From an optimization exercise on the open Yosys and OpenROAD flow, aimed at small area; shortcuts taken in it are not production practice. In this exercise RTL edits were held to simulation tests only and were not proved equivalent to the original. Power and IR drop assume default switching activity. No driver is modelled on the clock port, so clocking that relies on it looks cheaper here than on a real chip.

==> flow/genrot.py <==
#!/usr/bin/env python3
# The permute unit's rotator, perm_rotator: ra rotated left by the sum of the
# level amounts D[j] whose sel[j] is set, then cleared where keepn is set.
#   genrot.py        the module as sky130 cells (for the layout flow): five
#                    o22ai levels (each a 2:1 select that inverts) and a last
#                    a221oi level that selects, inverts back and clears
#   genrot.py --rtl  the same module in plain SystemVerilog, and the table
#                    from shift amounts to level selects
# Six levels suffice because every amount the unit needs (bits 0..7 and
# multiples of 8 bits) is a sum of some of D modulo 128.
import sys

D = [16, 19, 32, 79, 113, 117]
K = len(D)
P = 'sky130_fd_sc_hd__'


def table():
    best = {}
    for mask in range(1 << K):
        s = sum(D[j] for j in range(K) if mask >> j & 1) % 128
        if s not in best or bin(mask).count('1') < bin(best[s]).count('1'):
            best[s] = mask
    return best


def rtl():
    b = table()
    o = ['// ra rotated left by the sum of D[j] over the set',
         f'// bits of sel, D = {D}, then cleared where keepn is set (written by',
         '// gen/genrot.py --rtl)',
         'module perm_rotator (',
         '    input  logic [127:0] ra,',
         f'    input  logic [{K - 1}:0]   sel,',
         '    input  logic [127:0] keepn,',
         '    output logic [127:0] y',
         ');']
    o.append('    logic [127:0] ' + ', '.join(f'l{j}' for j in range(K + 1)) + ';')
    o.append('    assign l0 = ra;')
    for j, d in enumerate(D):
        o.append(f'    assign l{j + 1} = sel[{j}] ? {{l{j}[{127 - d}:0], l{j}[127:{128 - d}]}} : l{j};')
    o.append(f'    assign y = l{K} & ~keepn;')
    o.append('endmodule')
    o.append('')
    o.append('// level selects for a rotation by nbits (1..7) or by 8 * nbytes')
    o.append(f'function automatic logic [{K - 1}:0] rot_sel(input logic [2:0] nbits, input logic [3:0] nbytes);')
    o.append('    if (nbits != 3\'d0)')
    o.append('        case (nbits)')
    for n in range(1, 8):
        o.append(f"            3'd{n}: rot_sel = {K}'d{b[n]};")
    o.append(f"            default: rot_sel = {K}'d0;")
    o.append('        endcase')
    o.append('    else')
    o.append('        case (nbytes)')
    for m in range(16):
        o.append(f"            4'd{m}: rot_sel = {K}'d{b[8 * m % 128]};")
    o.append(f"            default: rot_sel = {K}'d0;")
    o.append('        endcase')
    o.append('endfunction')
    return '\n'.join(o)


def cells():
    o = ['module perm_rotator (ra, sel, keepn, y);',
         '  input [127:0] ra;', f'  input [{K - 1}:0] sel;', '  input [127:0] keepn;',
         '  output [127:0] y;']
    cur = 'ra'
    for n, d in enumerate(D):
        last = n == K - 1
        nxt = 'y' if last else f'l{n}'
        if not last:
            o.append(f'  wire [127:0] {nxt};')
        o.append(f'  wire sn{n};')
        o.append(f'  {P}inv_1 si{n} (.A(sel[{n}]), .Y(sn{n}));')
        for i in range(128):
            a, b = f'{cur}[{(i - d) % 128}]', f'{cur}[{i}]'
            if not last:
                o.append(f'  {P}o22ai_1 m{n}_{i} (.A1({a}), .A2(sn{n}), .B1({b}), .B2(sel[{n}]), .Y({nxt}[{i}]));')
            else:
                o.append(f'  {P}a221oi_1 m{n}_{i} (.A1({a}), .A2(sel[{n}]), .B1({b}), .B2(sn{n}), '
                         f'.C1(keepn[{i}]), .Y(y[{i}]));')
        cur = nxt
    o.append('endmodule')
    return '\n'.join(o)


print(rtl() if '--rtl' in sys.argv else cells())
==> flow/remap.abc <==
strash
ifraig
dc2
dch -f
amap -m -F 4 -A 10
strash
dch -f
amap -m -F 4 -A 10
topo
==> flow/mkmap.py <==
#!/usr/bin/env python3
# Writes a techmap file that turns every combinational cell of a liberty
# file back into plain logic, from the cell's own function attributes.
# usage: mkmap.py LIBERTY OUT.v
import re, sys

txt = open(sys.argv[1]).read()
heads = list(re.finditer(r'\n\s*cell\s*\(\s*"?(\w+)"?\s*\)\s*\{', txt))
out = []
for k, m in enumerate(heads):
    body = txt[m.end():heads[k + 1].start() if k + 1 < len(heads) else len(txt)]
    if re.search(r'\b(ff|latch|statetable)\s*\(', body):
        continue
    pins = [(p.group(1), p.start()) for p in re.finditer(r'\n\s*pin\s*\(\s*"?(\w+)"?\s*\)', body)]
    ins, outs, ok = [], [], True
    for j, (p, s) in enumerate(pins):
        pb = body[s:pins[j + 1][1] if j + 1 < len(pins) else len(body)]
        d = re.search(r'direction\s*:\s*"?(\w+)"?', pb)
        if not d:
            continue
        if d.group(1) == 'input':
            ins.append(p)
        elif d.group(1) == 'output':
            f = re.search(r'\bfunction\s*:\s*"([^"]*)"', pb)
            if not f:
                ok = False
                break
            outs.append((p, f.group(1)))
        else:
            ok = False
    if not ok or not outs:
        continue

    def conv(f):
        f = f.replace('!', '~')
        f = re.sub(r'(\w)\s+(?=[\w(~])', r'\1&', f)
        f = re.sub(r'\)\s+(?=[\w(~])', ')&', f)
        return f.replace('*', '&').replace('+', '|')

    s = f"module {m.group(1)}({', '.join(ins + [o for o, _ in outs])});\n"
    s += ''.join(f"  input {p};\n" for p in ins)
    s += ''.join(f"  output {o};\n  assign {o} = {conv(f)};\n" for o, f in outs)
    out.append(s + "endmodule\n")
open(sys.argv[2], 'w').write('\n'.join(out))
==> config.mk <==
export PLATFORM = sky130hd
export DESIGN_NAME = odd_pipe
export DESIGN_NICKNAME = odd_pipe
export VERILOG_FILES = /design/flow/design.v
export SDC_FILE = /design/flow/constraint.sdc
export NUM_CORES = 8
export LEC_CHECK = 0
export CAP_MARGIN = 20
export CORE_AREA = 5 5 265 265
export DIE_AREA = 0 0 270 270
export SLEW_MARGIN = 20
==> flow/swapmod.py <==
#!/usr/bin/env python3
# Replaces each module of NEW.v in a Verilog file with NEW.v's version.
# usage: swapmod.py DESIGN.v NEW.v > OUT.v
import re, sys
src = open(sys.argv[1]).read()
new = open(sys.argv[2]).read()
for m in re.finditer(r'^\s*module\s+(\w+)\b.*?^\s*endmodule\b', new, re.S | re.M):
    old = re.search(r'^\s*module\s+' + m.group(1) + r'\b.*?^\s*endmodule\b', src, re.S | re.M)
    if not old:
        sys.exit(f'module {m.group(1)} not found')
    src = src[:old.start()] + '\n' + m.group(0) + '\n' + src[old.end():]
sys.stdout.write(src)
==> standard.sh <==
#!/bin/bash
# synth_recipe.tcl (not shown) runs the flow's synth.tcl, then flattens the netlist and writes it again
# the make line also repeats each setting of config.mk as NAME=value (left out here)
make -C /OpenROAD-flow-scripts/flow DESIGN_CONFIG=/design/flow/config.mk WORK_HOME=/design/flow/orfs CLKGATE_MAP_FILE= SYNTH_SCRIPT=/design/flow/synth_recipe.tcl "${@:-finish}"
==> flow/pins.tcl <==
# Before pin placement: the clock pin goes to the middle of the left edge and
# no other pin comes within 6 um of it, since the clock net is routed with
# wider spacing than the pins one track apart would leave.
set block [ord::get_db_block]
set dbu [$block getDbUnitsPerMicron]
set h [expr {[[$block getDieArea] dy] / double($dbu)}]
set y [expr {round($h / 2.0)}]
place_pin -pin_name clock -layer met3 -location [list 0 $y] -pin_size {0.8 0.3} -force_to_die_boundary
set ::env(PLACE_PINS_ARGS) "$::env(PLACE_PINS_ARGS) -exclude left:[expr {$y - 6}]-[expr {$y + 6}]"
==> constraint.sdc <==
create_clock -name core_clock -period 8.0 [get_ports {clock}]
set_input_delay 1.6000 -clock core_clock [delete_from_list [all_inputs] [get_ports {clock}]]
set_output_delay 1.6000 -clock core_clock [all_outputs]
set_load 0.01 [all_outputs]
==> flow/regcheck.py <==
#!/usr/bin/env python3
# Exit 0 when two netlists hold the same flip-flops: the same instance names,
# each of the same cell type.
# usage: regcheck.py A.v B.v
import re, sys

def regs(path):
    r = {}
    for m in re.finditer(r'^\s*(sky130_fd_sc_hd__(?:df|edf|sdf|dl)\w*)\s+(\S+)\s*\(', open(path).read(), re.M):
        r[m.group(2)] = m.group(1)
    return r

a, b = regs(sys.argv[1]), regs(sys.argv[2])
print(f'{len(a)} and {len(b)} registers')
if a != b:
    print('differ:', sorted(set(a.items()) ^ set(b.items()))[:10])
    sys.exit(1)
==> design.v <==
module permute_unit (
    input  logic         reset,
    input  logic [4:0]   opcode,
    input  logic [127:0] ra,
    input  logic [7:0]   rb,
    input  logic [6:0]   i7,
    output logic         is_perm,
    output logic [127:0] value
);
    logic [2:0]   nbits;
    logic [4:0]   nbytes;
    logic         is_shift, is_rot, is_gbb, is_gbh, is_gb;
    logic [15:0]  keep_byte;
    logic [6:0]   keep_low;
    logic [127:0] keep;
    logic [127:0] rot;
    logic [15:0]  gather;
    function automatic logic [5:0] rot_sel(input logic [2:0] nbits, input logic [3:0] nbytes);
        if (nbits != 3'd0)
            case (nbits)
                3'd1: rot_sel = 6'd17;
                3'd2: rot_sel = 6'd14;
                3'd3: rot_sel = 6'd31;
                3'd4: rot_sel = 6'd18;
                3'd5: rot_sel = 6'd33;
                3'd6: rot_sel = 6'd52;
                3'd7: rot_sel = 6'd47;
                default: rot_sel = 6'd0;
            endcase
        else
            case (nbytes)
                4'd0: rot_sel = 6'd0;
                4'd1: rot_sel = 6'd34;
                4'd2: rot_sel = 6'd1;
                4'd3: rot_sel = 6'd35;
                4'd4: rot_sel = 6'd4;
                4'd5: rot_sel = 6'd38;
                4'd6: rot_sel = 6'd5;
                4'd7: rot_sel = 6'd39;
                4'd8: rot_sel = 6'd24;
                4'd9: rot_sel = 6'd58;
                4'd10: rot_sel = 6'd25;
                4'd11: rot_sel = 6'd59;
                4'd12: rot_sel = 6'd28;
                4'd13: rot_sel = 6'd62;
                4'd14: rot_sel = 6'd29;
                4'd15: rot_sel = 6'd63;
                default: rot_sel = 6'd0;
            endcase
    endfunction
    always_comb
    begin
        nbits    = 3'd0;
        nbytes   = 5'd0;
        is_shift = 1'b0;
        is_rot   = 1'b0;
        is_gbb   = 1'b0;
        is_gbh   = 1'b0;
        is_gb    = 1'b0;
        case (opcode)
            5'd1:   begin is_shift = 1'b1; nbits  = rb[2:0]; end
            5'd2:  begin is_shift = 1'b1; nbits  = i7[2:0]; end
            5'd3:   begin is_shift = 1'b1; nbytes = rb[4:0]; end
            5'd4:  begin is_shift = 1'b1; nbytes = i7[4:0]; end
            5'd5: begin is_shift = 1'b1; nbytes = rb[7:3]; end
            5'd6:   begin is_rot = 1'b1;   nbits  = rb[2:0]; end
            5'd7:  begin is_rot = 1'b1;   nbits  = i7[2:0]; end
            5'd8:   begin is_rot = 1'b1;   nbytes = {1'b0, rb[3:0]}; end
            5'd9:  begin is_rot = 1'b1;   nbytes = {1'b0, i7[3:0]}; end
            5'd10: begin is_rot = 1'b1;   nbytes = {1'b0, rb[6:3]}; end
            5'd11:      is_gbb = 1'b1;
            5'd12:      is_gbh = 1'b1;
            5'd13:       is_gb  = 1'b1;
            default: ;
        endcase
    end
    assign is_perm = ~reset & (is_shift | is_rot | is_gbb | is_gbh | is_gb);
    always_comb
    begin
        for (int j = 0; j < 16; j++)
            keep_byte[j] = ~reset & (is_rot | (is_shift & ({1'b0, 4'(j)} >= nbytes)));
        for (int i = 0; i < 7; i++)
            keep_low[i] = keep_byte[0] & (is_rot | (3'(i) >= nbits));
        for (int k = 0; k < 128; k++)
            keep[k] = keep_byte[k / 8];
        keep[6:0] = keep_low;
    end
    perm_rotator u_rot (
        .ra    (ra),
        .sel   (rot_sel(nbits, nbytes[3:0])),
        .keepn (~keep),
        .y     (rot)
    );
    always_comb
    begin
        gather = '0;
        for (int j = 0; j < 16; j++)
            gather[15 - j] = gather[15 - j] | (is_gbb & ra[120 - 8 * j]);
        for (int j = 0; j < 8; j++)
            gather[7 - j] = gather[7 - j] | (is_gbh & ra[112 - 16 * j]);
        for (int j = 0; j < 4; j++)
            gather[3 - j] = gather[3 - j] | (is_gb & ra[96 - 32 * j]);
        if (reset)
            gather = '0;
    end
    assign value = rot | {16'd0, gather, 96'd0};
endmodule
module perm_rotator (
    input  logic [127:0] ra,
    input  logic [5:0]   sel,
    input  logic [127:0] keepn,
    output logic [127:0] y
);
    logic [127:0] l0, l1, l2, l3, l4, l5, l6;
    assign l0 = ra;
    assign l1 = sel[0] ? {l0[111:0], l0[127:112]} : l0;
    assign l2 = sel[1] ? {l1[108:0], l1[127:109]} : l1;
    assign l3 = sel[2] ? {l2[95:0], l2[127:96]} : l2;
    assign l4 = sel[3] ? {l3[48:0], l3[127:49]} : l3;
    assign l5 = sel[4] ? {l4[14:0], l4[127:15]} : l4;
    assign l6 = sel[5] ? {l5[10:0], l5[127:11]} : l5;
    assign y = l6 & ~keepn;
endmodule
module branch_unit (
    input  logic         reset,
    input  logic [4:0]   opcode,
    input  logic [31:0]  rt_word,
    input  logic [15:0]  i16,
    input  logic [17:0]  pc,
    output logic         is_branch,
    output logic         is_link,
    output logic [17:0]  link,
    output logic         taken,
    output logic [17:0]  next_pc
);
    logic [17:0] relative_target;
    logic [17:0] absolute_target;
    logic [17:0] link_pc;
    logic        word_nz, half_nz;
    logic        op_rel, op_abs, op_cond, cond;
    logic [16:0] rc, lc;
    logic [15:0] rs, ls;
    always_comb
    begin
        rc[0] = 1'b0;
        lc[0] = 1'b1;
        for (int k = 0; k < 16; k++)
        begin
            rs[k]     = pc[k + 2] ^ i16[k] ^ rc[k];
            rc[k + 1] = (pc[k + 2] & i16[k]) | (rc[k] & (pc[k + 2] ^ i16[k]));
            ls[k]     = pc[k + 2] ^ lc[k];
            lc[k + 1] = pc[k + 2] & lc[k];
        end
    end
    assign relative_target = {rs, pc[1:0]};
    assign absolute_target = {i16, 2'b00};
    assign link_pc         = {ls, pc[1:0]};
    assign word_nz = |rt_word;
    assign half_nz = |rt_word[15:0];
    always_comb
    begin
        is_branch = 1'b0;
        is_link   = 1'b0;
        op_rel    = 1'b0;
        op_abs    = 1'b0;
        op_cond   = 1'b0;
        cond      = 1'b0;
        case (opcode)
            5'd14:    begin is_branch = 1'b1; op_rel = 1'b1; end
            5'd15:   begin is_branch = 1'b1; op_abs = 1'b1; end
            5'd16:  begin is_branch = 1'b1; op_rel = 1'b1; is_link = 1'b1; end
            5'd17: begin is_branch = 1'b1; op_abs = 1'b1; is_link = 1'b1; end
            5'd18:  begin is_branch = 1'b1; op_cond = 1'b1; cond = word_nz; end
            5'd19:   begin is_branch = 1'b1; op_cond = 1'b1; cond = ~word_nz; end
            5'd20: begin is_branch = 1'b1; op_cond = 1'b1; cond = half_nz; end
            5'd21:  begin is_branch = 1'b1; op_cond = 1'b1; cond = ~half_nz; end
            default: ;
        endcase
        if (reset)
        begin
            is_branch = 1'b0;
            is_link   = 1'b0;
            op_rel    = 1'b0;
            op_abs    = 1'b0;
            op_cond   = 1'b0;
        end
    end
    assign taken = op_rel | op_abs | (op_cond & cond);
    assign link  = is_link ? link_pc : 18'd0;
    always_comb
    begin
        next_pc = '0;
        if (op_rel)
            next_pc = relative_target;
        else if (op_abs)
            next_pc = absolute_target;
        else if (op_cond)
            next_pc = cond ? {relative_target[17:2], 2'b00} : link_pc;
    end
endmodule
module entry_expand (
    input  logic [136:0] c,
    output logic [142:0] entry
);
    logic b, w, v;
    assign b = c[136];
    assign w = c[135];
    assign v = b | w;
    assign entry = {v, b, v, c[127:0], w, c[134:128], 1'b0, w & ~b, 1'b0, b};
endmodule
module forward_chain (
    input  logic                    clock,
    input  logic                    reset,
    input  logic [136:0]            stage_d,    
    output logic [142:0]            fw_stage1,
    output logic [142:0]            fw_stage2,
    output logic [142:0]            fw_stage3,
    output logic [142:0]            fw_stage4,
    output logic [142:0]            fw_stage5,
    output logic [142:0]            fw_stage6,
    output logic [142:0]            fw_stage7,
    output logic [142:0]            result
);
    logic [136:0] stage1_q;
    logic [136:0] stage2_qn;
    logic [136:0] stage3_qn;
    logic [136:0] stage4_qn;
    logic [136:0] stage5_qn;
    logic [136:0] stage6_qn;
    logic [136:0] stage7_qn;
    logic [136:0] result_qn;
    logic [8:2]   invalid;
    always_ff @(posedge clock)
    begin
        stage1_q  <= stage_d;
        stage2_qn <= ~stage1_q;
        stage3_qn <= stage2_qn;
        stage4_qn <= stage3_qn;
        stage5_qn <= stage4_qn;
        stage6_qn <= stage5_qn;
        stage7_qn <= stage6_qn;
        result_qn <= stage7_qn;
        invalid   <= {invalid[7:2], 1'b0} | {7{reset}};
    end
    entry_expand u_e1 (.c(stage1_q), .entry(fw_stage1));
    entry_expand u_e2 (.c(~(stage2_qn | {137{invalid[2]}})), .entry(fw_stage2));
    entry_expand u_e3 (.c(~(stage3_qn | {137{invalid[3]}})), .entry(fw_stage3));
    entry_expand u_e4 (.c(~(stage4_qn | {137{invalid[4]}})), .entry(fw_stage4));
    entry_expand u_e5 (.c(~(stage5_qn | {137{invalid[5]}})), .entry(fw_stage5));
    entry_expand u_e6 (.c(~(stage6_qn | {137{invalid[6]}})), .entry(fw_stage6));
    entry_expand u_e7 (.c(~(stage7_qn | {137{invalid[7]}})), .entry(fw_stage7));
    entry_expand u_e8 (.c(~(result_qn | {137{invalid[8]}})), .entry(result));
endmodule
module odd_pipe (
    input  logic         clock,
    input  logic         reset,
    input  logic [4:0]   issue_opcode,
    input  logic [127:0] issue_ra,
    input  logic [127:0] issue_rb,
    input  logic [127:0] issue_rt_data,
    input  logic [6:0]   issue_rt_address,
    input  logic [6:0]   issue_i7,
    input  logic [15:0]  issue_i16,
    input  logic [31:0]  issue_pc,
    output logic [142:0] fw_stage1,
    output logic [142:0] fw_stage2,
    output logic [142:0] fw_stage3,
    output logic [142:0] fw_stage4,
    output logic [142:0] fw_stage5,
    output logic [142:0] fw_stage6,
    output logic [142:0] fw_stage7,
    output logic [142:0] result,
    output logic         branch_taken,
    output logic [31:0]  next_pc
);
    logic         perm_b, perm_w;
    logic [127:0] perm_value;
    logic         br_b, br_w;
    logic [17:0]  br_link;
    logic         br_taken;
    logic [17:0]  br_next_pc;
    logic [136:0] stage1_d;
    logic         taken_q;
    logic [17:0]  next_pc_q;
    permute_unit u_permute (
        .reset    (reset),
        .opcode   (issue_opcode),
        .ra       (issue_ra),
        .rb       (issue_rb[7:0]),
        .i7       (issue_i7),
        .is_perm  (perm_w),
        .value    (perm_value)
    );
    branch_unit u_branch (
        .reset    (reset),
        .opcode   (issue_opcode),
        .rt_word  (issue_rt_data[127:96]),
        .i16      (issue_i16),
        .pc       (issue_pc[17:0]),
        .is_branch(br_b),
        .is_link  (br_w),
        .link     (br_link),
        .taken    (br_taken),
        .next_pc  (br_next_pc)
    );
    assign perm_b = 1'b0;
    always_comb
    begin
        stage1_d = {br_b, perm_w | br_w,
                    issue_rt_address & {7{perm_w | br_b}},
                    perm_value | {14'd0, br_link, 96'd0}};
    end
    always_ff @(posedge clock)
    begin
        taken_q   <= br_taken;
        next_pc_q <= br_next_pc;
    end
    assign branch_taken = taken_q;
    assign next_pc      = {14'd0, next_pc_q};
    forward_chain u_chain (
        .clock     (clock),
        .reset     (reset),
        .stage_d   (stage1_d),
        .fw_stage1 (fw_stage1),
        .fw_stage2 (fw_stage2),
        .fw_stage3 (fw_stage3),
        .fw_stage4 (fw_stage4),
        .fw_stage5 (fw_stage5),
        .fw_stage6 (fw_stage6),
        .fw_stage7 (fw_stage7),
        .result    (result)
    );
endmodule
==> flow/run.sh <==
#!/bin/bash
# Layout flow:
#  2. the same synthesis again, with the rotator module swapped for a
#     cell-level version (flow/genrot.py);
#  3. the rest of the combinational logic mapped again for area, the
#     rotator's cells, the full and half adders and all registers left as
#     they are;
#  4. the registers checked against the standard synthesis (same names and
#     cells), else the standard netlist is remapped instead;
#  5. the standard layout, with the smallest buffer on the ports, pins one
#     track apart (the clock pin placed first, with room around it:
#     flow/pins.tcl) and a clock tree without dummy loads.
# Each tool's output goes to its own log here.
set -euo pipefail
bash standard.sh synth > synth.log 2>&1

RES=orfs/results/sky130hd/odd_pipe/base
LIB=$FLOW_HOME/platforms/sky130hd/lib/sky130_fd_sc_hd__tt_025C_1v80.lib
cp $RES/1_2_yosys.v 1_2_yosys_standard.v

# 2. synthesis with the cell-level rotator
python3 flow/genrot.py > cells_struct.v
python3 flow/swapmod.py design.v cells_struct.v > design_mine.v
sed "s#$PWD/design.v#$PWD/design_mine.v#" config.mk > config_mine.mk
sed "s#$PWD/config.mk#$PWD/config_mine.mk#g;s#$PWD/orfs#$PWD/orfs_mine#g" standard.sh > standard_mine.sh
bash standard_mine.sh synth > synth_mine.log 2>&1
MINE=orfs_mine/results/sky130hd/odd_pipe/base/1_2_yosys.v

# 3. area remap of the other combinational cells
python3 flow/mkmap.py $LIB cells_map.v > mkmap.log 2>&1
DU=""
for c in $(sed -n 's/^export DONT_USE_CELLS += *//p;/^ *sky130_fd_sc_hd__lpflow/p;/^ *sky130_fd_sc_hd__probe/p' $FLOW_HOME/platforms/sky130hd/config.mk | tr -d '\\'); do
  DU="$DU -dont_use $c"
done
printf 'set_driving_cell sky130_fd_sc_hd__buf_1\nset_load 5\n' > abc.constr
remap() {
  cat > remap_$3.ys <<EOT
read_liberty -lib $LIB
read_verilog $1
hierarchy -top $FLOW_TOP
select -set keep c:u_permute.u_rot.* t:sky130_fd_sc_hd__fa_* t:sky130_fd_sc_hd__ha_*
techmap -map cells_map.v c:* @keep %d
techmap
opt -purge
abc -script $PWD/flow/remap.abc -liberty $LIB $DU -constr $PWD/abc.constr -D 8000
opt_clean -purge
splitnets
opt_clean -purge
hilomap -singleton -hicell sky130_fd_sc_hd__conb_1 HI -locell sky130_fd_sc_hd__conb_1 LO
insbuf -buf sky130_fd_sc_hd__buf_1 A X
opt_clean -purge
write_verilog -noattr -nohex -nodec $2
EOT
  yosys -s remap_$3.ys > remap_$3.log 2>&1
}

# 4. keep the cell-level rotator only if the registers match the standard ones
if remap $MINE remapped_mine.v mine && python3 flow/regcheck.py 1_2_yosys_standard.v remapped_mine.v > regcheck.log 2>&1; then
  cp remapped_mine.v $RES/1_2_yosys.v
else
  remap 1_2_yosys_standard.v remapped_standard.v standard
  python3 flow/regcheck.py 1_2_yosys_standard.v remapped_standard.v > regcheck_standard.log 2>&1
  cp remapped_standard.v $RES/1_2_yosys.v
fi
rm -f $RES/1_synth.odb

# 5. layout
export BUFFER_PORTS_ARGS="-buffer_cell sky130_fd_sc_hd__buf_1"
export CTS_ARGS="-sink_clustering_enable -dont_use_dummy_load -buf_list {sky130_fd_sc_hd__clkbuf_16} -sink_clustering_size 30 -sink_clustering_max_diameter 80"
export PLACE_PINS_ARGS="-min_distance 1 -min_distance_in_tracks -corner_avoidance 6"
export PRE_IO_PLACEMENT_TCL=$PWD/flow/pins.tcl
bash standard.sh finish > layout.log 2>&1
==> results.tsv, run 1 <==
metric	value	unit
status	complete, no violations	
n_fill_cell	5674	
drive_above_1_share	2.471	%
hold_slack	291.2	ps
grt.overflow.total	0	
syn-instance-count	3344	
hold_depth	0	
cts.path.max_buffers	3	
die_x	270	um
cp-start-kind	input pin	
cp_data_required_time	8460	ps
fin_crit_sh	92.60	%
drcViolationCount	0	
hold_buffers	0	
cp_slowest_cell	fa_1	
crit_arrival	7860	ps
cp_cell_sequence	buf_1 > ha_1 > clkinv_1 > fa_1 > fa_1 > fa_1 > fa_1 > fa_1 > fa_1 > fa_1 > fa_1 > fa_1 > fa_1 > fa_1 > fa_1 > clkinv_1 > fa_1 > fa_1 > a222oi_1 > clkinv_1	
io_buffers	1367	
coreArea	67160	sq um
skew	62.76	ps
nets	5260	
first_pass_iters	9	
cpPeakStageDelay	420	ps
path_clk_slew	100	ps
clock.fmax	135.0	MHz
leakage	14.54	nW
wl_per_cell	29.19	um
antenna_found_initial	15	
place_hpwl	131100	um
gp_congestion	1.160	
yosys_warnings	4	
dieArea	72900	sq um
ir_drop	0.2230	mV
rsz0062_at_grt	false	
end_kind	flop	
row_count	95	
dp_slack	33.93	ps
final_antenna_net_count	0	
fin_ws	591.7	ps
synth_area	33880	sq um
report.power.total	10.99	mW
reg2reg_depth	2	
slew_violations	0	
routed_via_density	5.950	
relSlewSlack	22.76	%
setup_viol	0	
clock-sinks	1122	
place_area	40540	sq um
cts_resized	0	
die_h	270	um
fin_cells	5660	
grt_pass1_vias	31454	
cts_setup_buffers	0	
power.density	263.2	nW/um^2
wl	165200	um
hold_viol_final	0	
critPathMaxFanout	2	
numCtsBuffers	47	
hold_class	flop to flop	
tightest_slew	1151	ps
multi_input_area	10650	sq um
register_area	22490	sq um
cts-root-buf	clkbuf_16	
syn_area_per_cell	10.13	sq um
start_util	50.45	%
worstSetupPathType	input pin to flop	
fin_area	41750	sq um
layout_min_cycle_time	7408	ps
h-tree-depth	2	
dp_cells	5601	
vias	33676	
cts_tree	yes	
maxCapViolCount	0	
critPathMostFrequentCell	fa_1	
grt_pass1_wl	227800	um
gr-usage-all-layers	42.44	%
insertion_delay	630	ps
num_io_pins	1629	
drt_iter0_markers	4759	
syn_to_final_growth	23.24	%
grt_max_degree	141	
[path summary, 6_finish.rpt]
| path | slack, ps | endpoint | startpoint |
|---|---|---|---|
| min reg2reg | 290 | u_chain.stage4_qn[51] | u_chain.stage3_qn[51] |
| max | 590 | next_pc_q[16] | issue_i16[0] |
| min | 290 | u_chain.stage4_qn[51] | u_chain.stage3_qn[51] |
| max reg2reg | 6540 | u_chain.invalid[6] | u_chain.invalid[5] |
[critical path: cells and delay by family]
kind / cells / cell delay [ps]
adders and majority gates: 15 / 5550
buffers and inverters: 4 / 380
AOI/OAI and AO/OA: 1 / 330
[through the flow]
stage | setup TNS (ps) | utilization (%)
finish | 0 | 62.17
global route | 0 | 62.15
CTS | 0 | 62.11
detailed placement | 0 | 60.36
global placement | 0 | 60.35
floorplan | -485130 | -
[cell type report]
| type | count | share of cell area, % |
|---|---|---|
| Clock buffer | 47 | 2.817 |
| Antenna cell | 11 | 0.06593 |
| Multi-Input combinational cell | 1993 | 25.51 |
| Inverter | 204 | 1.906 |
| Tap cell | 873 | 2.616 |
| Timing Repair Buffer | 1410 | 13.22 |
| Sequential cell | 1122 | 53.86 |
[power by group]
| group | total (mW) | leakage [nW] | switching (mW) | internal, mW |
|---|---|---|---|---|
| clock | 2.69 | 0.579 | 1.63 | 1.06 |
| sequential | 6.43 | 9.20 | 0.329 | 6.11 |
| combinational | 1.87 | 4.76 | 1.38 | 0.481 |
| total | 11.0 | 14.5 | 3.34 | 7.64 |
[registers in the layout, indices dropped and copies added (netlist names)]
name	cells
next_pc_q	18
taken_q	1
u_chain.invalid	7
u_chain.result_qn	137
u_chain.stage1_q	137
u_chain.stage2_qn	137
u_chain.stage3_qn	137
u_chain.stage4_qn	137
u_chain.stage5_qn	137
u_chain.stage6_qn	137
u_chain.stage7_qn	137
[cell usage in the layout (no fill, tap or decap), drive strengths merged, types with 2 or more instances in the layout]
cell	n
nand2	29
o32ai	2
o211ai	2
inv	3
o31ai	3
and2	8
dfxtp	1122
nor2	986
conb	30
clkinv	201
diode	11
a221o	11
buf	1410
ha	15
clkbuf	47
a221oi	128
o21bai	5
o21ai	22
nand3	3
a22oi	7
a21o	2
nor2b	10
a21oi	11
o22ai	657
and4	2
or2	9
fa	14
nor4	9
o221ai	12
a31oi	3
a222oi	8
[routing by layer]
layer  up-vias  share of wire (%)  track usage, %
li1      14701                  -               -
met1     15770                 34           48.28
met2      2549                 43           65.24
met3       642                 13           16.58
met4        14                9.5           30.54
met5         -              0.057         0.06579
==> run 2, diff against run 1 <==
--- a/flow/run.sh
+++ b/flow/run.sh
@@ -66,7 +66,7 @@
 
 # 5. layout
 export BUFFER_PORTS_ARGS="-buffer_cell sky130_fd_sc_hd__buf_1"
-export CTS_ARGS="-sink_clustering_enable -dont_use_dummy_load -buf_list {sky130_fd_sc_hd__clkbuf_16} -sink_clustering_size 30 -sink_clustering_max_diameter 80"
+export CTS_ARGS="-sink_clustering_enable -repair_clock_nets -dont_use_dummy_load -buf_list {sky130_fd_sc_hd__clkbuf_16} -sink_clustering_size 32 -sink_clustering_max_diameter 90"
 export PLACE_PINS_ARGS="-min_distance 1 -min_distance_in_tracks -corner_avoidance 6"
 export PRE_IO_PLACEMENT_TCL=$PWD/flow/pins.tcl
 bash standard.sh finish > layout.log 2>&1
==> run 2 against run 1 <==
- still clean on timing, DRC and antenna
- first-iteration DRC count is 0.74% lower
- combinational power hardly changed
- clock skew increased by 5.6 ps
- via count up 0.14%
- critical path depth did not move
- register-to-register slack barely moved
==> results.tsv, run 2 <==
metric	value	unit
start_util	50.45	%
maxCapViolCount	0	
relSlewSlack	17.61	%
ir_drop	0.2244	mV
cts-root-buf	clkbuf_16	
gr-usage-all-layers	42.27	%
layout_common_cells	buf_1, dfxtp_1, nor2_1, o22ai_1, clkinv_1	
wl	165000	um
row_count	95	
drcViolationCount	0	
final_common_cell	buf_1	
final_antenna_net_count	0	
place_hpwl	131100	um
setup_viol	0	
hold_buffers	0	
utilization	62.00	%
numCtsBuffers	43	
num_io_pins	1629	
routed_via_density	5.966	
hold_class	flop to flop	
min_to	u_chain.stage7_qn[101]	
worstSetupPathType	input pin to flop	
grt_pass1_wl	227100	um
io_buffers	1367	
nets	5255	
hold_slack	293.7	ps
hold_viol_final	0	
cts_tree	yes	
grt_pass1_vias	31423	
antenna_found_initial	14	
fin_crit_sh	92.23	%
rsz0062_at_grt	false	
critPathMaxFanout	2	
cp_data_required_time	8510	ps
cts_resized	0	
path_clk_slew	120	ps
end_kind	flop	
synth_area	33880	sq um
layout_min_cycle_time	7379	ps
syn_area_per_cell	10.13	sq um
first_pass_iters	10	
n_fill_cell	5704	
insertion_delay	600	ps
slew_violations	0	
clock-sinks	1122	
status	complete, no violations	
regToRegSetupSlack	6530	ps
dp_slack	33.93	ps
min-delay-start	u_chain.stage6_qn[101]	
skew	68.32	ps
die_h	270	um
reg2reg_depth	2	
cts.path.max_buffers	3	
leakage	14.49	nW
hold_depth	0	
yosys_warnings	4	
tightest_slew	1228	ps
rr_startpoint	u_chain.invalid[2]	
cp-start-kind	input pin	
report.power.total	10.89	mW
coreArea	67160	sq um
wl_per_cell	29.20	um
drive_above_1_share	2.368	%
gp_congestion	1.160	
crit_arrival	7890	ps
fin_ws	621.3	ps
grt.overflow.total	0	
grt_max_degree	141	
syn-instance-count	3344	
clock.fmax	135.5	MHz
syn_to_final_growth	22.90	%
vias	33722	
multi_input_area	10650	sq um
dieArea	72900	sq um
reg2reg_to	u_chain.invalid[3]	
die_x	270	um
cts_setup_buffers	0	
power.density	261.5	nW/um^2
drt_iter0_markers	4724	
register_area	22490	sq um
h-tree-depth	2	
run 2: cell types whose count changed in the layout (fill, tap and decap cells not counted):
| cell | delta |
|---|---|
| clkbuf_16 | -4 |
| diode_2 | -3 |
| buf_4 | -1 |
run 2: per-layer routing:
layer | track usage [%] | share of wire, %
met5 | 0 | 0.055
met4 | 29.75 | 9.2
met3 | 17.20 | 13
met2 | 64.88 | 43
met1 | 48.01 | 35
run 2: worst max-delay path, cell delays in order:
cell and delay [ps]:
buf_1 150, ha_1 180, clkinv_1 70, fa_1 400, fa_1 400, fa_1 400
fa_1 400, fa_1 410, fa_1 390, fa_1 400, fa_1 390, fa_1 390
fa_1 390, fa_1 410, fa_1 380, clkinv_1 60, fa_1 190, fa_1 430
a222oi_1 340, clkinv_1 100
run 2: power breakdown:
group          switching [mW]  internal (mW)  total (mW)
Sequential              0.329           6.11        6.44
Clock                    1.61          0.974        2.58
Combinational            1.39          0.481        1.87
Total                    3.33           7.56        10.9
run 2: worst max-delay path by stage:
stage / from / end / slack [ps]
after floorplan: issue_opcode[1] / u_chain.stage1_q[103] / -4070
after global placement: issue_i16[0] / next_pc_q[16] / 120
after detailed placement: issue_i16[0] / next_pc_q[16] / 30
after CTS: issue_i16[0] / next_pc_q[16] / 680
after global routing: issue_i16[0] / next_pc_q[16] / 490
final: issue_i16[0] / next_pc_q[16] / 620
run 2: cell type report:
class	count	share of cell area, %
diodes	8	0.04808
clock buffers	43	2.584
inverters	204	1.911
multi-input cells	1993	25.58
flip-flops and latches	1122	54.01
well taps	873	2.623
repair buffers	1409	13.24
run 2: metrics by stage:
stage / setup TNS, ps / instances / cell area, sq um
after floorplan: -485130 / 3373 / 34050
after global placement: 0 / 5601 / 40530
after detailed placement: 0 / 5601 / 40540
after CTS: 0 / 5644 / 41610
after global routing: 0 / 5649 / 41630
final: 0 / 5652 / 41640
==> run 3, diff against run 2 <==
--- a/flow/run.sh
+++ b/flow/run.sh
@@ -66,7 +66,7 @@
 
 # 5. layout
 export BUFFER_PORTS_ARGS="-buffer_cell sky130_fd_sc_hd__buf_1"
-export CTS_ARGS="-sink_clustering_enable -repair_clock_nets -dont_use_dummy_load -buf_list {sky130_fd_sc_hd__clkbuf_16} -sink_clustering_size 32 -sink_clustering_max_diameter 90"
+export CTS_ARGS="-sink_clustering_enable -repair_clock_nets -dont_use_dummy_load -buf_list {sky130_fd_sc_hd__clkbuf_16} -sink_clustering_size 40 -sink_clustering_max_diameter 50"
 export PLACE_PINS_ARGS="-min_distance 1 -min_distance_in_tracks -corner_avoidance 6"
 export PRE_IO_PLACEMENT_TCL=$PWD/flow/pins.tcl
 bash standard.sh finish > layout.log 2>&1
==> run 3 against run 2 <==
- still clean
- global-route usage rose by 0.60 points
- routed wire length rose by 1.0%
- combinational power barely moved
- via count rose by 1.4%
- largest power group unchanged
==> results.tsv, run 3 <==
metric	value	unit
hold_buffers	0	
insertion_delay	670	ps
relSlewSlack	20.64	%
syn_area_per_cell	10.13	sq um
fin_area	42740	sq um
crit_arrival	7940	ps
wl	166800	um
first_pass_iters	7	
critPathMaxFanout	2	
wl_per_cell	29.27	um
place_hpwl	131100	um
row_count	95	
cp_data_required_time	8470	ps
routed_via_density	5.999	
fin_crit_sh	93.36	%
gr-usage-all-layers	42.86	%
clock.fmax	133.9	MHz
grt_max_degree	141	
die_h	270	um
grt_pass1_wl	229800	um
yosys_warnings	4	
worstSetupPathType	input pin to flop	
fin_ws	531.1	ps
grt_pass1_vias	32022	
status	complete, no violations	
die_x	270	um
slew_violations	0	
syn-instance-count	3344	
reg2reg_to	u_chain.invalid[6]	
ir_drop	0.2116	mV
start_util	50.45	%
hold_viol_final	0	
dp_slack	33.93	ps
setup_viol	0	
layout_min_cycle_time	7469	ps
synth_area	33880	sq um
dieArea	72900	sq um
leakage	15.03	nW
rsz0062_at_grt	false	
timing.critical_path.from	issue_i16[0]	
nets	5299	
coreArea	67160	sq um
numCtsBuffers	87	
final_common_cell	buf_1	
layout_common_cells	buf_1, dfxtp_1, nor2_1, o22ai_1, clkinv_1	
end_kind	flop	
cts.path.max_buffers	3	
rr_startpoint	u_chain.invalid[5]	
hold_slack	250.3	ps
tightest_slew	1182	ps
antenna_found_initial	16	
cp-start-kind	input pin	
grt.overflow.total	0	
num_io_pins	1629	
drive_above_1_share	3.261	%
vias	34182	
skew	97.90	ps
cts_tree	yes	
drcViolationCount	0	
place_area	40540	sq um
cts_resized	0	
drt_iter0_markers	4630	
cp-endpoint	next_pc_q[16]	
utilization	63.64	%
maxCapViolCount	0	
regToRegSetupSlack	6540	ps
gp_congestion	1.160	
reg2reg_depth	2	
cts_setup_buffers	0	
final_antenna_net_count	0	
path_clk_slew	100	ps
h-tree-depth	3	
io_buffers	1367	
syn_to_final_growth	26.16	%
clock-sinks	1122	
cts-root-buf	clkbuf_16	
power.density	281.3	nW/um^2
hold_class	flop to flop	
==> run 3: layout make-up <==
| type | instances | area, sq um |
|---|---|---|
| fillers | 5531 | 24420 |
| flip-flops and latches | 1122 | 22490 |
| multi-input cells | 1993 | 10650 |
| repair buffers | 1409 | 5513 |
| clock buffers | 87 | 2177 |
| well taps | 873 | 1092 |
| inverters | 204 | 795.8 |
| diodes | 10 | 25.02 |
==> run 3: critical path, cell delays in order <==
cell and delay (ps):
buf_1 150, ha_1 180, clkinv_1 70, fa_1 400, fa_1 400, fa_1 400
fa_1 400, fa_1 410, fa_1 390, fa_1 400, fa_1 400, fa_1 410
fa_1 390, fa_1 420, fa_1 380, clkinv_1 70, fa_1 190, fa_1 420
a222oi_1 340, clkinv_1 100
==> run 3: how the worst min path moves through the flow <==
stage	from	to	cells past startpoint
after CTS	u_chain.stage2_qn[120]	u_chain.stage3_qn[120]	0
after floorplan	u_chain.stage7_qn[100]	u_chain.result_qn[100]	0
after detailed placement	u_chain.stage7_qn[56]	u_chain.result_qn[56]	0
after global placement	u_chain.stage6_qn[9]	u_chain.stage7_qn[9]	0
final	u_chain.stage2_qn[120]	u_chain.stage3_qn[120]	0
after global routing	u_chain.stage2_qn[120]	u_chain.stage3_qn[120]	0
==> run 3: layer usage <==
| layer | wire length, um | global-route usage [%] |
|---|---|---|
| met1 | 57070 | 48.53 |
| met2 | 70550 | 64.64 |
| met4 | 16770 | 32.95 |
| met3 | 22260 | 17.38 |
| met5 | 115 | 0.06579 |
==> run 3: through the flow <==
stage / setup TNS, ps / instances / total power, mW
after floorplan: -485130 / 3373 / 7.396
after global placement: 0 / 5601 / 8.291
after detailed placement: 0 / 5601 / 8.298
after CTS: 0 / 5688 / 11.92
after global routing: 0 / 5693 / 12.34
final: 0 / 5698 / 12.02
==> run 3: power breakdown <==
| group | switching (mW) | internal (mW) | total (mW) |
|---|---|---|---|
| combinational | 1.39 | 0.481 | 1.87 |
| clock | 1.80 | 1.91 | 3.71 |
| sequential | 0.332 | 6.11 | 6.44 |
==> run 4, diff against run 3 <==
--- a/flow/run.sh
+++ b/flow/run.sh
@@ -66,7 +66,7 @@
 
 # 5. layout
 export BUFFER_PORTS_ARGS="-buffer_cell sky130_fd_sc_hd__buf_1"
-export CTS_ARGS="-sink_clustering_enable -repair_clock_nets -dont_use_dummy_load -buf_list {sky130_fd_sc_hd__clkbuf_16} -sink_clustering_size 40 -sink_clustering_max_diameter 50"
+export CTS_ARGS="-sink_clustering_enable -repair_clock_nets -dont_use_dummy_load -buf_list {sky130_fd_sc_hd__clkbuf_16} -sink_clustering_size 36 -sink_clustering_max_diameter 60"
 export PLACE_PINS_ARGS="-min_distance 1 -min_distance_in_tracks -corner_avoidance 6"
 export PRE_IO_PLACEMENT_TCL=$PWD/flow/pins.tcl
 bash standard.sh finish > layout.log 2>&1
==> run 4 against run 3 <==
- still clean on timing, DRC and antenna
- critical path depth did not move
- design area is 1.9% lower
- global-route usage is 0.51 points lower
- flip-flop and latch count is the same
- synthesized area did not move
- critical endpoint unchanged
- largest cell class unchanged
==> results.tsv, run 4 <==
metric	value	unit
regToRegSetupSlack	6530	ps
yosys_warnings	4	
routed_via_density	5.983	
cp-endpoint	next_pc_q[16]	
cts_resized	0	
grt_max_degree	141	
setup_viol	0	
relSlewSlack	20.71	%
tns	0	ps
syn_to_final_growth	23.73	%
p_clk_share	25.6	%
ir_drop	0.2428	mV
row_count	95	
wl_per_cell	29.15	um
gr-usage-all-layers	42.35	%
syn-instance-count	3344	
worstSetupPathType	input pin to flop	
final_antenna_net_count	0	
path_clk_slew	110	ps
drcViolationCount	0	
drt_iter0_markers	4738	
grt_pass1_wl	227300	um
nets	5266	
clock.fmax	135.0	MHz
fin_cells	5665	
power.density	266.3	nW/um^2
crit_cells	20	
dp_slack	33.93	ps
cts_tree	yes	
place_hpwl	131100	um
crit_arrival	7890	ps
dieArea	72900	sq um
numCtsBuffers	54	
reg2reg_to	u_chain.invalid[6]	
critPathMostFrequentCell	fa_1	
maxCapViolCount	0	
multi_input_area	10650	sq um
layout_min_cycle_time	7405	ps
register_area	22490	sq um
coreArea	67160	sq um
report.power.total	11.16	mW
vias	33892	
gp_congestion	1.160	
clock-sinks	1122	
fin_ws	595.2	ps
critPathMaxFanout	2	
p_comb_share	16.8	%
hold_buffers	0	
cts_setup_buffers	0	
cts-root-buf	clkbuf_16	
n_fill_cell	5657	
cp.buffers_inverters	4	
p_seq_share	57.7	%
utilization	62.41	%
drive_above_1_share	2.593	%
tightest_slew	1181	ps
cp-start-kind	input pin	
final_common_cell	buf_1	
antenna_found_initial	18	
fin_crit_sh	92.56	%
internal_power	7.788	mW
timing.critical_path.from	issue_i16[0]	
start_util	50.45	%
grt_pass1_vias	31503	
p_switching	3.373	mW
cp_slowest_cell	fa_1	
syn_area_per_cell	10.13	sq um
rr_startpoint	u_chain.invalid[5]	
cp_cell_sequence	buf_1 > ha_1 > clkinv_1 > fa_1 > fa_1 > fa_1 > fa_1 > fa_1 > fa_1 > fa_1 > fa_1 > fa_1 > fa_1 > fa_1 > fa_1 > clkinv_1 > fa_1 > fa_1 > a222oi_1 > clkinv_1	
grt.overflow.total	0	
rsz0062_at_grt	false	
layout_common_cells	buf_1, dfxtp_1, nor2_1, o22ai_1, clkinv_1	
reg2reg_depth	2	
cpPeakStageDelay	430	ps
num_io_pins	1629	
min-delay-start	u_chain.stage3_qn[115]	
hold_viol_final	0	
status	complete, no violations	
h-tree-depth	2	
skew	92.43	ps
first_pass_iters	7	
die_h	270	um
cp_top_family	adder cells	
cp_data_required_time	8490	ps
wl	165200	um
swShare	30.22	%
insertion_delay	670	ps
cts.path.max_buffers	3	
hold_class	flop to flop	
synth_area	33880	sq um
leakage	14.62	nW
dp_cells	5601	
die_x	270	um
io_buffers	1367	
slew_violations	0	
end_kind	flop	
[run 4: metal layers]
layer	global-route usage, %	up-vias	routed length, um
met5	0.6579	-	166
met4	31.85	16	16450
met3	16.90	668	21710
met2	64.26	2617	69910
met1	48.04	15889	56930
li1	-	14702	-
[run 4: cell type report]
| type | instances | area share (%) |
|---|---|---|
| timing repair buffer | 1409 | 13.15 |
| clock buffer | 54 | 3.224 |
| antenna | 10 | 0.05970 |
| sequential | 1122 | 53.65 |
| inverter | 204 | 1.898 |
| tap | 873 | 2.606 |
| multi-input combinational | 1993 | 25.41 |
[run 4: power by group through the flow]
stage / Clock [mW] / Sequential (mW) / Combinational [mW]
floorplan: 0 / 6.46 / 0.933
global placement: 0 / 6.53 / 1.76
detailed placement: 0 / 6.55 / 1.75
CTS: 2.87 / 6.42 / 1.76
global route: 3.08 / 6.48 / 1.89
finish: 2.86 / 6.43 / 1.87
[run 4: how the worst min path moves through the flow]
stage	end	slack [ps]	cells past startpoint
2_1_floorplan	u_chain.result_qn[100]	330	0
3_3_place_gp	u_chain.stage7_qn[9]	330	0
3_5_place_dp	u_chain.result_qn[56]	340	0
4_1_cts	u_chain.stage4_qn[115]	280	0
5_1_grt	u_chain.stage4_qn[115]	280	0
6_report	u_chain.stage4_qn[115]	280	0
[run 4: per-stage QoR]
| stage | area [sq um] | hold WS (ps) |
|---|---|---|
| 2_1_floorplan | 34050 | 331.4 |
| 5_1_grt | 41910 | 279.9 |
| 4_1_cts | 41890 | 283.3 |
| 3_5_place_dp | 40540 | 335.2 |
| 3_3_place_gp | 40530 | 332.2 |
| 6_report | 41920 | 280.4 |
==> run 5, diff against run 4 <==
--- a/flow/run.sh
+++ b/flow/run.sh
@@ -66,7 +66,7 @@
 
 # 5. layout
 export BUFFER_PORTS_ARGS="-buffer_cell sky130_fd_sc_hd__buf_1"
-export CTS_ARGS="-sink_clustering_enable -repair_clock_nets -dont_use_dummy_load -buf_list {sky130_fd_sc_hd__clkbuf_16} -sink_clustering_size 36 -sink_clustering_max_diameter 60"
+export CTS_ARGS="-sink_clustering_enable -repair_clock_nets -dont_use_dummy_load -buf_list {sky130_fd_sc_hd__clkbuf_8} -sink_clustering_buffer sky130_fd_sc_hd__clkbuf_16 -sink_clustering_size 30 -sink_clustering_max_diameter 80"
 export PLACE_PINS_ARGS="-min_distance 1 -min_distance_in_tracks -corner_avoidance 6"
 export PRE_IO_PLACEMENT_TCL=$PWD/flow/pins.tcl
 bash standard.sh finish > layout.log 2>&1
--- a/config.mk
+++ b/config.mk
@@ -8,4 +8,5 @@
 export CAP_MARGIN = 20
 export CORE_AREA = 5 5 265 265
 export DIE_AREA = 0 0 270 270
+export GPL_TIMING_DRIVEN = 0
 export SLEW_MARGIN = 20
==> run 5 against run 4 <==
- worst hold slack worse by 51 ps
- first-iteration DRC count is 8.4% higher
- non-clock buffer count up 65
- sequential power barely moved
- critical path type unchanged
- critical endpoint unchanged
- design area grew 1.6%
- total power decreased by 2.4%
==> results.tsv, run 5 <==
metric	value	unit
status	complete, no violations	
die_x	270	um
cp-start-kind	input pin	
tightest_slew	1175	ps
dieArea	72900	sq um
row_count	95	
register_area	22490	sq um
drive_above_1_share	2.563	%
routed_via_density	5.842	
fin_area	42600	sq um
rsz0062_at_grt	false	
fin_ws	545.7	ps
report.power.total	10.89	mW
grt.overflow.total	0	
cts-root-buf	clkbuf_8	
grtUsageMet1	46.63	%
io_buffers	1367	
met3_usage	19.40	%
slew_violations	0	
layout_min_cycle_time	7454	ps
wl	161200	um
layout_common_cells	buf_1, dfxtp_1, nor2_1, o22ai_1, clkinv_1	
end_kind	flop	
cts.path.max_buffers	3	
place_hpwl	129200	um
multi_input_area	10640	sq um
n_fill_cell	6003	
setup_viol	0	
insertion_delay	780	ps
gp_congestion	1.149	
syn_to_final_growth	25.74	%
drcViolationCount	0	
maxCapViolCount	0	
p_switching	3.301	mW
dp_cells	5666	
coreArea	67160	sq um
internal_power	7.589	mW
leakage	14.87	nW
hold_buffers	0	
crit_arrival	8050	ps
syn_area_per_cell	10.13	sq um
p_comb_share	17.3	%
syn-instance-count	3344	
swShare	30.31	%
critPathMaxFanout	4	
numCtsBuffers	45	
gr-usage-all-layers	41.43	%
synth_area	33880	sq um
fin_cells	5740	
hold_viol_final	0	
h-tree-depth	2	
clock-sinks	1122	
wl_per_cell	28.09	um
drt_iter0_markers	5137	
place_area	41460	sq um
grt_pass1_vias	30812	
yosys_warnings	4	
cp_data_required_time	8600	ps
vias	33532	
final_common_cell	buf_1	
first_pass_iters	12	
relSlewSlack	20.84	%
dp_slack	-150.0	ps
skew	140.6	ps
p_seq_share	59.1	%
antenna_found_initial	30	
nets	5322	
final_antenna_net_count	0	
num_io_pins	1629	
die_h	270	um
grt_max_degree	93	
grt_pass1_wl	222400	um
clock.fmax	134.2	MHz
cts_setup_buffers	0	
worstSetupPathType	input pin to flop	
p_clk_share	23.7	%
start_util	50.45	%
path_clk_slew	110	ps
hold_depth	1	
ir_drop	0.2503	mV
use_met2	62.42	%
utilization	63.43	%
cts_resized	0	
top_usage_layer	met2	
power.density	255.6	nW/um^2
cts_tree	yes	
reg2reg_depth	1	
fin_crit_sh	93.18	%
hold_class	flop to flop	
[run 5: final timing paths]
kind	from	endpoint	slack, ps
worst min-delay path	u_chain.stage1_q[14]	u_chain.stage2_qn[14]	230
worst min register to register	u_chain.stage1_q[14]	u_chain.stage2_qn[14]	230
worst max register to register	u_chain.invalid[7]	u_chain.invalid[8]	6960
worst max-delay path	issue_pc[2]	next_pc_q[16]	550
[run 5: cell type report]
class / count / area share (%)
flip-flops and latches: 1122 / 52.79
multi-input cells: 1993 / 24.99
repair buffers: 1420 / 14.59
well taps: 873 / 2.564
clock buffers: 45 / 2.511
inverters: 204 / 1.912
plain buffers: 54 / 0.4758
diodes: 29 / 0.1704
[run 5: critical path, cell delays in order]
cell      delay [ps]
buf_1            250
ha_1             220
clkinv_1          70
fa_1             410
fa_1             400
fa_1             390
fa_1             390
fa_1             410
fa_1             400
fa_1             410
fa_1             390
fa_1             400
fa_1             390
fa_1             410
fa_1             380
clkinv_1          70
fa_1             180
fa_1             410
a222oi_1         330
clkinv_1         160
[run 5: stage by stage]
stage / hold slack (ps) / TNS (ps)
2_1_floorplan: 331.4 / -485130
3_3_place_gp: 332.4 / -1189260
5_1_grt: 223.4 / 0
6_report: 229.2 / 0
4_1_cts: 239.8 / 0
3_5_place_dp: 335.2 / -150.0
[run 5: power by group through the flow]
stage | Clock, mW | Combinational (mW) | Sequential, mW
4_1_cts | 2.59 | 1.75 | 6.42
3_3_place_gp | 0 | 1.66 | 6.57
6_report | 2.58 | 1.88 | 6.43
2_1_floorplan | 0 | 0.933 | 6.46
5_1_grt | 2.80 | 1.91 | 6.48
3_5_place_dp | 0 | 1.74 | 6.55
[run 5: per-layer routing]
| metal | up-vias | part of all wire, % |
|---|---|---|
| met1 | 15417 | 34 |
| met2 | 2603 | 42 |
| met3 | 661 | 14 |
| li1 | 14833 | - |
| met4 | 18 | 9.4 |
| met5 | - | 0.11 |
==> run 6, diff against run 5 <==
--- a/config.mk
+++ b/config.mk
@@ -8,5 +8,4 @@
 export CAP_MARGIN = 20
 export CORE_AREA = 5 5 265 265
 export DIE_AREA = 0 0 270 270
-export GPL_TIMING_DRIVEN = 0
 export SLEW_MARGIN = 20
==> run 6 against run 5 <==
- routed wire length increased by 2.5%
- clock skew down 47 ps
- still clean
- non-clock buffer count fell by 64
- combinational power about the same
- highest routed layer unchanged
- via count up 0.95%
- design area is 2.1% lower
- largest power group unchanged
- sequential power hardly changed
- sequential share of layout area increased by 1.1 points
- total power up 0.28%
- largest cell class unchanged
==> results.tsv, run 6 <==
metric	value	unit
power.density	261.9	nW/um^2
numCtsBuffers	47	
start_util	50.45	%
wl_per_cell	29.19	um
gr-usage-all-layers	42.44	%
hold_class	flop to flop	
clock.fmax	136.9	MHz
maxCapViolCount	0	
relSlewSlack	20.14	%
cts_setup_buffers	0	
dp_slack	33.93	ps
nets	5260	
clock-sinks	1122	
path_clk_slew	110	ps
syn_to_final_growth	23.09	%
setup_viol	0	
tightest_slew	1185	ps
layout_common_cells	buf_1, dfxtp_1, nor2_1, o22ai_1, clkinv_1	
yosys_warnings	4	
cts_tree	yes	
status	complete, no violations	
h-tree-depth	2	
num_io_pins	1629	
synth_area	33880	sq um
layout_min_cycle_time	7306	ps
hold_viol_final	0	
dieArea	72900	sq um
hold_buffers	0	
cts.path.max_buffers	3	
leakage	14.52	nW
final_antenna_net_count	0	
cts_resized	0	
antenna_found_initial	17	
coreArea	67160	sq um
report.power.total	10.92	mW
drive_above_1_share	2.471	%
syn_area_per_cell	10.13	sq um
first_pass_iters	7	
ir_drop	0.2224	mV
cts-root-buf	clkbuf_8	
grt_pass1_wl	227800	um
cp_data_required_time	8580	ps
rsz0062_at_grt	false	
crit_arrival	7880	ps
utilization	62.09	%
grt_max_degree	141	
drt_iter0_markers	4755	
final_common_cell	buf_1	
skew	93.53	ps
worstSetupPathType	input pin to flop	
routed_via_density	5.979	
fin_ws	693.5	ps
cp-start-kind	input pin	
fin_crit_sh	91.33	%
die_h	270	um
end_kind	flop	
syn-instance-count	3344	
die_x	270	um
place_hpwl	131100	um
reg2reg_depth	2	
wl	165200	um
critPathMaxFanout	2	
io_buffers	1367	
grt.overflow.total	0	
hold_depth	0	
vias	33852	
insertion_delay	760	ps
slew_violations	0	
row_count	95	
grt_pass1_vias	31456	
gp_congestion	1.160	
drcViolationCount	0	
run 6: changes by cell type in the layout (fill, tap and decap cells not counted), moves of 4 or more:
cell     delta
buf_4      +21
diode_2    -16
buf_16     -31
o21ai_0     +4
buf_1      -54
o21ai_1     -6
run 6: final timing paths:
kind / startpoint / slack [ps] / end
worst max-delay path: issue_i16[0] / 690 / next_pc_q[16]
worst min-delay path: u_chain.stage3_qn[51] / 260 / u_chain.stage4_qn[51]
worst max register to register: u_chain.invalid[5] / 6540 / u_chain.invalid[6]
worst min register to register: u_chain.stage3_qn[51] / 260 / u_chain.stage4_qn[51]
run 6: final cells by class:
| type | instances | area, sq um |
|---|---|---|
| tap | 873 | 1092 |
| sequential | 1122 | 22490 |
| inverter | 204 | 795.8 |
| antenna | 13 | 32.53 |
| timing repair buffer | 1410 | 5520 |
| clock buffer | 47 | 1120 |
| multi-input combinational | 1993 | 10650 |
| fill | 5680 | 25460 |
run 6: power breakdown:
group	internal [mW]	switching (mW)
clock	0.989	1.63
sequential	6.11	0.329
combinational	0.481	1.39
run 6: worst max-delay path, cell delays in order:
cell and delay, ps:
buf_1 150, ha_1 180, clkinv_1 70, fa_1 400, fa_1 400, fa_1 400
fa_1 400, fa_1 410, fa_1 390, fa_1 410, fa_1 390, fa_1 390
fa_1 390, fa_1 410, fa_1 380, clkinv_1 60, fa_1 190, fa_1 420
a222oi_1 330, clkinv_1 110
run 6: per-layer routing:
layer	share of wire (%)	wire length (um)	vias up	global-route usage [%]
met4	9.8	16230	10	30.82
met1	34	56680	15843	48.18
li1	-	-	14678	-
met3	13	22290	649	16.64
met5	0.052	86	-	0.3289
met2	42	69960	2672	65.16
run 6: stage by stage:
step | setup TNS [ps] | cells | hold slack, ps | area, sq um
4_1_cts | 0 | 5648 | 267.9 | 41660
2_1_floorplan | -485130 | 3373 | 331.4 | 34050
6_report | 0 | 5662 | 260.8 | 41700
3_5_place_dp | 0 | 5601 | 335.2 | 40540
3_3_place_gp | 0 | 5601 | 332.2 | 40530
5_1_grt | 0 | 5658 | 279.2 | 41690
==> run 7, diff against run 6 <==
--- a/config.mk
+++ b/config.mk
@@ -8,4 +8,5 @@
 export CAP_MARGIN = 20
 export CORE_AREA = 5 5 265 265
 export DIE_AREA = 0 0 270 270
+export GPL_ROUTABILITY_DRIVEN = 0
 export SLEW_MARGIN = 20
==> run 7 against run 6 <==
- still clean
- global-route usage shrank 1.9 points
- routed wire length shrank 4.2%
- worst setup slack lost 95 ps
- synthesized cell count is the same
- clock power is essentially flat
- critical path type unchanged
==> results.tsv, run 7 <==
metric	value	unit
wl_per_cell	27.90	um
cp-start-kind	input pin	
fin_crit_sh	92.51	%
final_antenna_net_count	0	
setup_viol	0	
clock-sinks	1122	
syn_area_per_cell	10.13	sq um
start_util	50.45	%
clock.fmax	135.1	MHz
synth_area	33880	sq um
hold_class	flop to flop	
power.density	260.6	nW/um^2
grt_pass1_wl	218200	um
io_buffers	1367	
gr-usage-all-layers	40.56	%
grt_pass1_vias	30451	
maxCapViolCount	0	
fin_cells	5676	
dp_slack	-49.78	ps
leakage	14.50	nW
status	complete, no violations	
slew_violations	0	
h-tree-depth	2	
relSlewSlack	25.68	%
fin_ws	598.9	ps
critPathMaxFanout	2	
drcViolationCount	0	
hold_buffers	0	
tightest_slew	1107	ps
layout_common_cells	buf_1, dfxtp_1, nor2_1, o22ai_1, clkinv_1	
syn_to_final_growth	23.07	%
cp_data_required_time	8560	ps
antenna_found_initial	30	
reg2reg_to	u_chain.invalid[5]	
grt_max_degree	129	
yosys_warnings	4	
wl	158400	um
cpPeakStageDelay	420	ps
cp.buffers_inverters	4	
dieArea	72900	sq um
cp_cell_sequence	buf_1 > ha_1 > clkinv_1 > fa_1 > fa_1 > fa_1 > fa_1 > fa_1 > fa_1 > fa_1 > fa_1 > fa_1 > fa_1 > fa_1 > fa_1 > clkinv_1 > fa_1 > fa_1 > a222oi_1 > clkinv_1	
utilization	62.09	%
min_to	u_chain.stage4_qn[123]	
drive_above_1_share	2.429	%
skew	100.3	ps
regToRegSetupSlack	6550	ps
critPathMostFrequentCell	fa_1	
worstSetupPathType	input pin to flop	
grt.overflow.total	0	
place_area	40500	sq um
die_h	270	um
fin_area	41700	sq um
coreArea	67160	sq um
rsz0062_at_grt	false	
first_pass_iters	11	
cp_top_family	adder cells	
end_kind	flop	
numCtsBuffers	47	
crit_arrival	7960	ps
cts_resized	0	
reg2reg_depth	2	
rr_startpoint	u_chain.invalid[4]	
n_fill_cell	6119	
vias	33056	
nets	5260	
cp_slowest_cell	fa_1	
place_hpwl	125800	um
cts_tree	yes	
dp_cells	5602	
row_count	95	
final_common_cell	buf_1	
hold_depth	0	
routed_via_density	5.824	
drt_iter0_markers	4922	
min-delay-start	u_chain.stage3_qn[123]	
cts-root-buf	clkbuf_8	
layout_min_cycle_time	7401	ps
ir_drop	0.2263	mV
die_x	270	um
path_clk_slew	110	ps
num_io_pins	1629	
cts_setup_buffers	0	
tns	0	ps
syn-instance-count	3344	
cts.path.max_buffers	3	
insertion_delay	780	ps
hold_viol_final	0	
-- run 7: area by class of cell --
cell class,instances,area (sq um),area share (%)
clock buffer,47,1120,2.686
multi-input combinational,1993,10650,25.54
antenna,27,67.56,0.1620
sequential,1122,22490,53.93
tap,873,1092,2.620
inverter,204,795.8,1.908
timing repair buffer,1410,5483,13.15
-- run 7: how the worst max path moves through the flow --
stage                          startpoint                    end  slack (ps)  cells past startpoint
after floorplan           issue_opcode[1]  u_chain.stage1_q[103]       -4070                     11
after global placement       issue_i16[0]          next_pc_q[16]          40                     20
after detailed placement     issue_i16[0]          next_pc_q[16]         -50                     20
after CTS                    issue_i16[0]          next_pc_q[16]         680                     20
after global routing         issue_i16[0]          next_pc_q[16]         420                     20
final                        issue_i16[0]          next_pc_q[16]         600                     20
-- run 7: power by group --
group,switching [mW],internal [mW]
Sequential,0.326,6.11
Clock,1.64,0.989
Combinational,1.32,0.478
-- run 7: through the flow --
step	hold WS [ps]	power, mW
3_3_place_gp	333.2	8.191
4_1_cts	294.6	10.74
6_report	291.8	10.87
3_5_place_dp	335.2	8.205
2_1_floorplan	331.4	7.396
5_1_grt	284.3	11.17
-- run 7: routing by layer --
metal	global-route usage (%)	wire, um
met1	46.05	54930
met2	60.54	65620
met3	18.50	22480
met5	0.1316	82
met4	28.98	15280

separate check: timing with driven ports:
How much do the figures lean on ideal ports? The routed layouts below were timed once more, with nothing changed but the port constraints. Step 1 (the two cells are an assumption about what drives the block):
set clk [get_ports {clock}]
set_driving_cell -lib_cell sky130_fd_sc_hd__clkbuf_16 $clk
set_driving_cell -lib_cell sky130_fd_sc_hd__buf_2 [delete_from_list [all_inputs] $clk]
Step 2 times the ports against the registers' clock, not the clock port: input delays grow and output delays shrink by t, the midpoint of the rising clock arrivals with the driver on. Three values: no drivers, after step 1, after step 2; two values: the first two.
run	t, ns	slack for setup (ns)	hold slack, ns
run 1	0.653	0.592 / 0.597 / -0.057	0.291 / 0.291 / 0.291
run 2	0.639	0.621 / 0.624 / -0.015	0.294 / 0.294 / 0.294
run 3	0.666	0.531 / 0.536 / -0.131	0.250 / 0.250 / 0.250
run 4	0.673	0.595 / 0.599 / -0.074	0.280 / 0.280 / 0.280
run 5	0.760	0.546 / 0.535 / -0.225	0.229 / 0.229 / 0.229
run 6	0.772	0.694 / 0.694 / -0.078	0.261 / 0.261 / 0.261
run 7	0.775	0.599 / 0.624 / -0.151	0.292 / 0.292 / 0.292
With both steps, setup timing fails in every run listed, where it was met with ideal ports. The setup slack of run 6, which loses most, moves by 0.000 ns with the drivers and by -0.772 ns with both steps.
